What follows belongs to an exercise in optimizing a design on an open flow for small area; a production flow would make more cautious choices. Function was checked by simulation only, so behaviour that the tests miss may differ from the original. Power figures rest on the tool's default switching activity, not on a simulated workload.

==> run F <==
==> flow/design.v <==
package tank_pkg;
	typedef logic [9:0] coord_t;  
	typedef logic [2:0] dir_t;
	typedef logic [6:0] angle_t;  
	typedef logic [15:0] key_pair_t;
	typedef logic [31:0] key_word_t;
	typedef logic [25:0] tank_state_t;
	typedef logic [23:0] bullet_t;
endpackage
module tank_game_top (
	input  logic         Reset,      
	input  logic         frame_clk,  
	input  logic [31:0]  keys,       
	output logic [51:0]  tanks,      
	output logic [191:0] bullets,    
	output logic [1:0]   hit
);
	function automatic logic [9:0] step10(input logic [9:0] v, input logic en, input logic dn);
		logic c;
		c = en;
		for (int i = 0; i < 10; i++) begin
			step10[i] = v[i] ^ c;
			c = c & (v[i] ^ dn);
		end
	endfunction
	function automatic logic [8:0] step9(input logic [8:0] v, input logic en, input logic dn);
		logic c;
		c = en;
		for (int i = 0; i < 9; i++) begin
			step9[i] = v[i] ^ c;
			c = c & (v[i] ^ dn);
		end
	endfunction
	function automatic logic [6:0] step7(input logic [6:0] v, input logic en, input logic dn);
		logic c;
		c = en;
		for (int i = 0; i < 7; i++) begin
			step7[i] = v[i] ^ c;
			c = c & (v[i] ^ dn);
		end
	endfunction
	function automatic logic ge10(input logic [9:0] a, input logic [9:0] b);
		logic g;
		g = 1'b1;
		for (int i = 0; i < 10; i++) begin
			g = (a[i] & ~b[i]) | (a[i] & g) | (~b[i] & g);
		end
		ge10 = g;
	endfunction
	function automatic logic ge9(input logic [8:0] a, input logic [8:0] b);
		logic g;
		g = 1'b1;
		for (int i = 0; i < 9; i++) begin
			g = (a[i] & ~b[i]) | (a[i] & g) | (~b[i] & g);
		end
		ge9 = g;
	endfunction
	function automatic logic ge5(input logic [4:0] a, input logic [4:0] b);
		logic g;
		g = 1'b1;
		for (int i = 0; i < 5; i++) begin
			g = (a[i] & ~b[i]) | (a[i] & g) | (~b[i] & g);
		end
		ge5 = g;
	endfunction
	logic [1:0][9:0] tx;     
	logic [1:0][8:0] ty;     
	logic [1:0][2:0] bdir;
	logic [1:0][6:0] ang;
	logic [1:0]      latch;
	logic [3:0]      phase;  
	logic [1:0]      fire_go;
	logic [1:0][9:0] tx_n;
	logic [1:0][8:0] ty_n;
	logic [1:0][2:0] bdir_n;
	logic [1:0][6:0] ang_n;
	logic [1:0]      latch_n;
	logic [1:0][9:0] tx_end;  
	logic [1:0][8:0] ty_end;  
	logic [1:0][9:0] spawn_x;
	logic [1:0][8:0] spawn_y;  
	always_comb begin
		for (int t = 0; t < 2; t++) begin
			logic [7:0] kb, kt;
			logic kbz, ktz, k_left, k_down, k_up, k_right;
			logic x_min, x_max, y_min, y_max;
			kb = keys[(1-t)*16+8 +: 8];
			kt = keys[(1-t)*16 +: 8];
			kbz = ~|kb[7:3];
			ktz = ~|kt[7:2];
			k_left  = kbz & (kb[2:0] == 3'd1);
			k_down  = kbz & (kb[2:0] == 3'd2);
			k_up    = kbz & (kb[2:0] == 3'd3);
			k_right = kbz & (kb[2:0] == 3'd4);
			x_min = ~|tx[t];
			x_max = tx[t][9] & tx[t][6] & (&tx[t][4:0]);  
			y_min = ~|ty[t];
			y_max = ty[t][8] & ty[t][7] & (&ty[t][5:0]);  
			tx_n[t] = step10(tx[t], (k_left & ~x_min) | (k_right & ~x_max), k_left);
			ty_n[t] = step9(ty[t], (k_up & ~y_min) | (k_down & ~y_max), k_up);
			bdir_n[t] = k_left ? 3'd2 : k_down ? 3'd4 : k_up ? 3'd0 : k_right ? 3'd6 : bdir[t];
			ang_n[t] = step7(ang[t], ktz & (kt[1] ^ kt[0]), ktz & kt[1] & ~kt[0]);
			fire_go[t] = latch[t] & (phase == 4'd0);
			latch_n[t] = ~fire_go[t] & (latch[t] | (ktz & kt[1] & kt[0]));
			tx_end[t] = {step5(tx[t][9:5]), tx[t][4:0]};
			ty_end[t] = {step4(ty[t][8:5]), ty[t][4:0]};
			spawn_x[t] = {step6(tx[t][9:4]), tx[t][3:0]};
			spawn_y[t] = step9(ty[t], 1'b1, 1'b1);
		end
	end
	function automatic logic [4:0] step5(input logic [4:0] v);
		logic c;
		c = 1'b1;
		for (int i = 0; i < 5; i++) begin
			step5[i] = v[i] ^ c;
			c = c & v[i];
		end
	endfunction
	function automatic logic [3:0] step4(input logic [3:0] v);
		logic c;
		c = 1'b1;
		for (int i = 0; i < 4; i++) begin
			step4[i] = v[i] ^ c;
			c = c & v[i];
		end
	endfunction
	function automatic logic [5:0] step6(input logic [5:0] v);
		logic c;
		c = 1'b1;
		for (int i = 0; i < 6; i++) begin
			step6[i] = v[i] ^ c;
			c = c & v[i];
		end
	endfunction
	always_ff @(posedge Reset or posedge frame_clk) begin
		if (frame_clk) begin
			tx[0] <= 10'(200);
			ty[0] <= 9'(200);
			tx[1] <= 10'(400);
			ty[1] <= 9'(400);
			bdir <= '0;
			ang <= '0;
			latch <= '0;
			phase <= '0;
		end else begin
			tx <= tx_n;
			ty <= ty_n;
			bdir <= bdir_n;
			ang <= ang_n;
			latch <= latch_n;
			phase <= phase + 4'd1;
		end
	end
	logic [7:0]      bv;  
	logic [7:0][2:0] bd;
	logic [7:0][9:0] bx;
	logic [7:0][8:0] by;  
	logic [7:0][2:0] bd_n;
	logic [7:0][9:0] bx_n;
	logic [7:0][8:0] by_n;
	logic [7:0][1:0] bhit;
	always_comb begin
		for (int b = 0; b < 8; b++) begin
			bv[b] = (|bd[b]) | (|bx[b][9:4]);
		end
	end
	always_comb begin
		for (int b = 0; b < 8; b++) begin
			logic [2:0] d;
			logic off, keep, sel;
			d = bd[b];
			for (int k = 0; k < 2; k++) begin
				bhit[b][k] = bv[b]
					& (ge5(bx[b][4:0], tx[k][4:0]) ? (bx[b][9:5] == tx[k][9:5]) : (bx[b][9:5] == tx_end[k][9:5]))
					& (ge5(by[b][4:0], ty[k][4:0]) ? (by[b][8:5] == ty[k][8:5]) : (by[b][8:5] == ty_end[k][8:5]));
			end
			off = (bx[b][9] & (bx[b][8] | bx[b][7])) | (&by[b][8:5]);
			keep = bv[b] & ~off & ~(|bhit[b]);
			sel = fire_go[b/4] & ~bv[b];
			for (int j = (b/4)*4; j < b; j++) sel = sel & bv[j];
			bd_n[b] = sel ? ang[b/4][6:4] : (keep ? d : 3'd0);
			bx_n[b] = sel ? spawn_x[b/4] : (keep ? step10(bx[b], d[1] | d[0], ~d[2]) : 10'd0);
			by_n[b] = sel ? spawn_y[b/4] : (keep ? step9(by[b], ~d[1] | d[0], ~(d[2] ^ d[1])) : 9'd0);
		end
	end
	always_ff @(posedge Reset or posedge frame_clk) begin
		if (frame_clk) begin
			bd <= '0;
			bx <= '0;
			by <= '0;
		end else begin
			bd <= bd_n;
			bx <= bx_n;
			by <= by_n;
		end
	end
	always_comb begin
		for (int t = 0; t < 2; t++) begin
			tanks[t*26 +: 26] = {tx[t], 1'b0, ty[t], bdir[t], ang[t][6:4]};
		end
		for (int b = 0; b < 8; b++) begin
			bullets[b*24 +: 24] = {bv[b], bd[b], bx[b], &by[b], by[b]};
		end
		hit = '0;
		for (int b = 0; b < 8; b++) begin
			hit = hit | bhit[b];
		end
	end
endmodule
==> flow/flow/run.sh <==
#!/bin/bash
# Own layout flow:
#  1. the standard synthesis (standard.sh synth), unchanged;
#  2. an area-oriented ABC re-map of its combinational logic only: every register
#     keeps its instance name and cell type (flatten.ys, remap.ys);
#  3. the standard layout from that netlist, with buf_1 as the port buffer
#     and a clock tree of fewer buffers.
# Each tool's full output goes to a log file of its own in this folder.
set -euo pipefail
W=$PWD
R=$W/orfs/results/$FLOW_PLATFORM/tank_game_top/base
LIB=$FLOW_HOME/platforms/$FLOW_PLATFORM/lib/sky130_fd_sc_hd__tt_025C_1v80.lib
YOSYS=$FLOW_HOME/../tools/install/yosys/bin/yosys
[[ -x $YOSYS ]] || YOSYS=$(command -v yosys)

bash standard.sh synth > $W/1_standard_synth.log 2>&1

mkdir -p $W/remap
cp $R/1_2_yosys.v $W/remap/std.v
cp $LIB $W/remap/lib.lib
cp $W/flow/area.abc $W/remap/area.abc
sed "s/TOP/$FLOW_TOP/" $W/flow/flatten.ys > $W/remap/flatten.ys
sed "s/TOP/$FLOW_TOP/" $W/flow/remap.ys > $W/remap/remap.ys
(cd $W/remap && $YOSYS -s flatten.ys) > $W/2_flatten_yosys.log 2>&1
(cd $W/remap && $YOSYS -s remap.ys) > $W/2_remap_yosys.log 2>&1
rm -f $W/remap/lib.lib

cp $W/remap/remapped.v $R/1_2_yosys.v
rm -f $R/1_synth.odb $R/1_synth.sdc
export BUFFER_PORTS_ARGS="-buffer_cell sky130_fd_sc_hd__buf_1"
# the buffers synthesis put on pass-through nets go before placement
export REMOVE_ABC_BUFFERS=1
# a shallow clock tree: big sink clusters, no dummy loads
export CTS_ARGS="-sink_clustering_enable -repair_clock_nets -buf_list sky130_fd_sc_hd__clkbuf_8 -sink_clustering_size 16 -sink_clustering_max_diameter 60 -dont_use_dummy_load"
bash standard.sh finish > $W/3_standard_layout.log 2>&1
==> flow/flow/area.abc <==
strash
dch
amap
mfs2
strash
dch
amap
topo
==> flow/flow/flatten.ys <==
# Step 1 of the re-map: the standard synthesis netlist with every combinational
# cell replaced by its liberty function. Registers and the tie cell stay cells.
read_liberty -ignore_miss_func lib.lib
blackbox sky130_fd_sc_hd__df* sky130_fd_sc_hd__conb_1
read_verilog std.v
hierarchy -top TOP
flatten
delete t:$scopeinfo
opt_clean -purge
opt -purge
write_verilog -noattr flat.v
==> flow/flow/remap.ys <==
# Step 2 of the re-map: an area-oriented ABC mapping of the combinational logic.
# The register instances keep their names and cell types.
read_liberty -lib lib.lib
read_verilog flat.v
hierarchy -top TOP
techmap
opt -purge
abc -liberty lib.lib -dont_use *lpflow* -dont_use *probe* -script area.abc
opt_clean -purge
hilomap -singleton -hicell sky130_fd_sc_hd__conb_1 HI -locell sky130_fd_sc_hd__conb_1 LO
splitnets
opt_clean -purge
insbuf -buf sky130_fd_sc_hd__buf_1 A X
check -assert -mapped
tee -o remap_stat.txt stat -liberty lib.lib
write_verilog -noattr -nohex -nodec remapped.v
==> flow/standard.sh <==
#!/bin/bash
# synth_recipe.tcl (not shown) runs the flow's synth.tcl, then flattens the netlist and writes it again
# the make line also repeats each setting of config.mk as NAME=value (left out here)
make -C /OpenROAD-flow-scripts/flow DESIGN_CONFIG=/design/flow/config.mk WORK_HOME=/design/flow/orfs CLKGATE_MAP_FILE= SYNTH_SCRIPT=/design/flow/synth_recipe.tcl "${@:-finish}"
==> flow/config.mk <==
export PLATFORM = sky130hd
export DESIGN_NAME = tank_game_top
export DESIGN_NICKNAME = tank_game_top
export VERILOG_FILES = /design/flow/design.v
export SDC_FILE = /design/flow/constraint.sdc
export NUM_CORES = 4
export LEC_CHECK = 0
export CAP_MARGIN = 20
export CORE_MARGIN = 2
export CORE_UTILIZATION = 45
export GPL_TIMING_DRIVEN = 0
export PLACE_DENSITY = 0.65
export SETUP_SLACK_MARGIN = 0.15
export SLEW_MARGIN = 20
==> flow/constraint.sdc <==
create_clock -name core_clock -period 7.0 [get_ports {Reset}]
set_input_delay 1.4000 -clock core_clock [delete_from_list [all_inputs] [get_ports {Reset}]]
set_output_delay 1.4000 -clock core_clock [all_outputs]
set_load 0.01 [all_outputs]
==> inputs of run H, as changes to run F <==
--- a/flow/flow/run.sh
+++ b/flow/flow/run.sh
@@ -33,3 +33,3 @@
 # a shallow clock tree: big sink clusters, no dummy loads
-export CTS_ARGS="-sink_clustering_enable -repair_clock_nets -buf_list sky130_fd_sc_hd__clkbuf_8 -sink_clustering_size 16 -sink_clustering_max_diameter 60 -dont_use_dummy_load"
+export CTS_ARGS="-sink_clustering_enable -repair_clock_nets -buf_list sky130_fd_sc_hd__clkbuf_8 -sink_clustering_size 16 -sink_clustering_max_diameter 90 -dont_use_dummy_load"
 bash standard.sh finish > $W/3_standard_layout.log 2>&1
==> inputs of run Y, as changes to run F <==
--- a/flow/flow/run.sh
+++ b/flow/flow/run.sh
@@ -33,3 +33,3 @@
 # a shallow clock tree: big sink clusters, no dummy loads
-export CTS_ARGS="-sink_clustering_enable -repair_clock_nets -buf_list sky130_fd_sc_hd__clkbuf_8 -sink_clustering_size 16 -sink_clustering_max_diameter 60 -dont_use_dummy_load"
+export CTS_ARGS="-sink_clustering_enable -repair_clock_nets -buf_list sky130_fd_sc_hd__clkbuf_8 -sink_clustering_size 16 -sink_clustering_max_diameter 90 -dont_use_dummy_load"
 bash standard.sh finish > $W/3_standard_layout.log 2>&1
--- a/flow/config.mk
+++ b/flow/config.mk
@@ -12,3 +12,3 @@
 export PLACE_DENSITY = 0.65
-export SETUP_SLACK_MARGIN = 0.15
+export SETUP_SLACK_MARGIN = 0.1
 export SLEW_MARGIN = 20
==> results.tsv <==
stage	metric	value	unit
run_status	status	no timing/DRC/antenna violations	
route	first_pass_iters	7	
global_route	grt_first_pass_wirelength	127000	um
global_route	antenna_found_initial	0	
cts	clock_latency	0.63	ns
finish	layoutNonFillerInstCount	3286	
power	p_total	4.40	mW
finish	drive_above_1_share	3.81	%
power	p_leak	6.96	nW
route	met3_length	10900	um
finish	multi_input_area	10300	um^2
[end of results for run H]
==> results.tsv <==
stage	metric	value	unit
run_status	status	no timing/DRC/antenna violations	
route	first_pass_iters	6	
power	p_leak	7.05	nW
finish	drive_above_1_share	4.44	%
cts	hold_buffers	0	
finish	multi_input_area	10300	um^2
floorplan	rows	74	
cts	clock_latency	0.68	ns
route	met3_length	11100	um
power	p_total	4.57	mW
finish	layoutNonFillerInstCount	3301	
finish	multi_input_gates	1808	
global_route	grt_first_pass_wirelength	127000	um
[end of results for run F]
==> results.tsv <==
stage	metric	value	unit
route	met3_length	10800	um
run_status	status	no timing/DRC/antenna violations	
route	first_pass_iters	6	
cts	hold_buffers	0	
power	p_leak	6.96	nW
finish	layoutNonFillerInstCount	3286	
finish	drive_above_1_share	3.70	%
power	p_total	4.40	mW
power	ir_drop	0.000135	V
global_route	grt_first_pass_wirelength	127000	um
global_route	antenna_found_initial	0	
global_route	grt.busiest_layer	met2	
global_route	use_met3	10.0	%
cts	clock_latency	0.64	ns
finish	buffers	286	
[end of results for run Y]

==> separate check: timing with driven ports <==
The flow's constraints put no driver on any port. The routed layouts listed below were extracted and timed again, unchanged, in two steps.
Step 1: set_driving_cell puts a clkbuf_16 on Reset and a buf_2 on each other input, an assumption about the parent block.
Step 2 adds t to the input delays and takes it off the output delays; t is the mean of the earliest and latest rising clock arrival at the registers after step 1. Input paths then give back, and output paths get back, about the clock's delay inside the block.
Three values: no drivers, after step 1, after step 2; two values: the first two.
run	shift t [ns]	setup WS [ns]	worst setup path at the end	cell pins on the clock port's net
run F	0.699	0.185 / 0.133 / 0.831	register to output	1
run H	0.642	0.221 / 0.168 / 0.810	register to output	1
run Y	0.645	0.196 / 0.143 / 0.788	register to output	1
After both steps setup and hold are still met in every run listed.
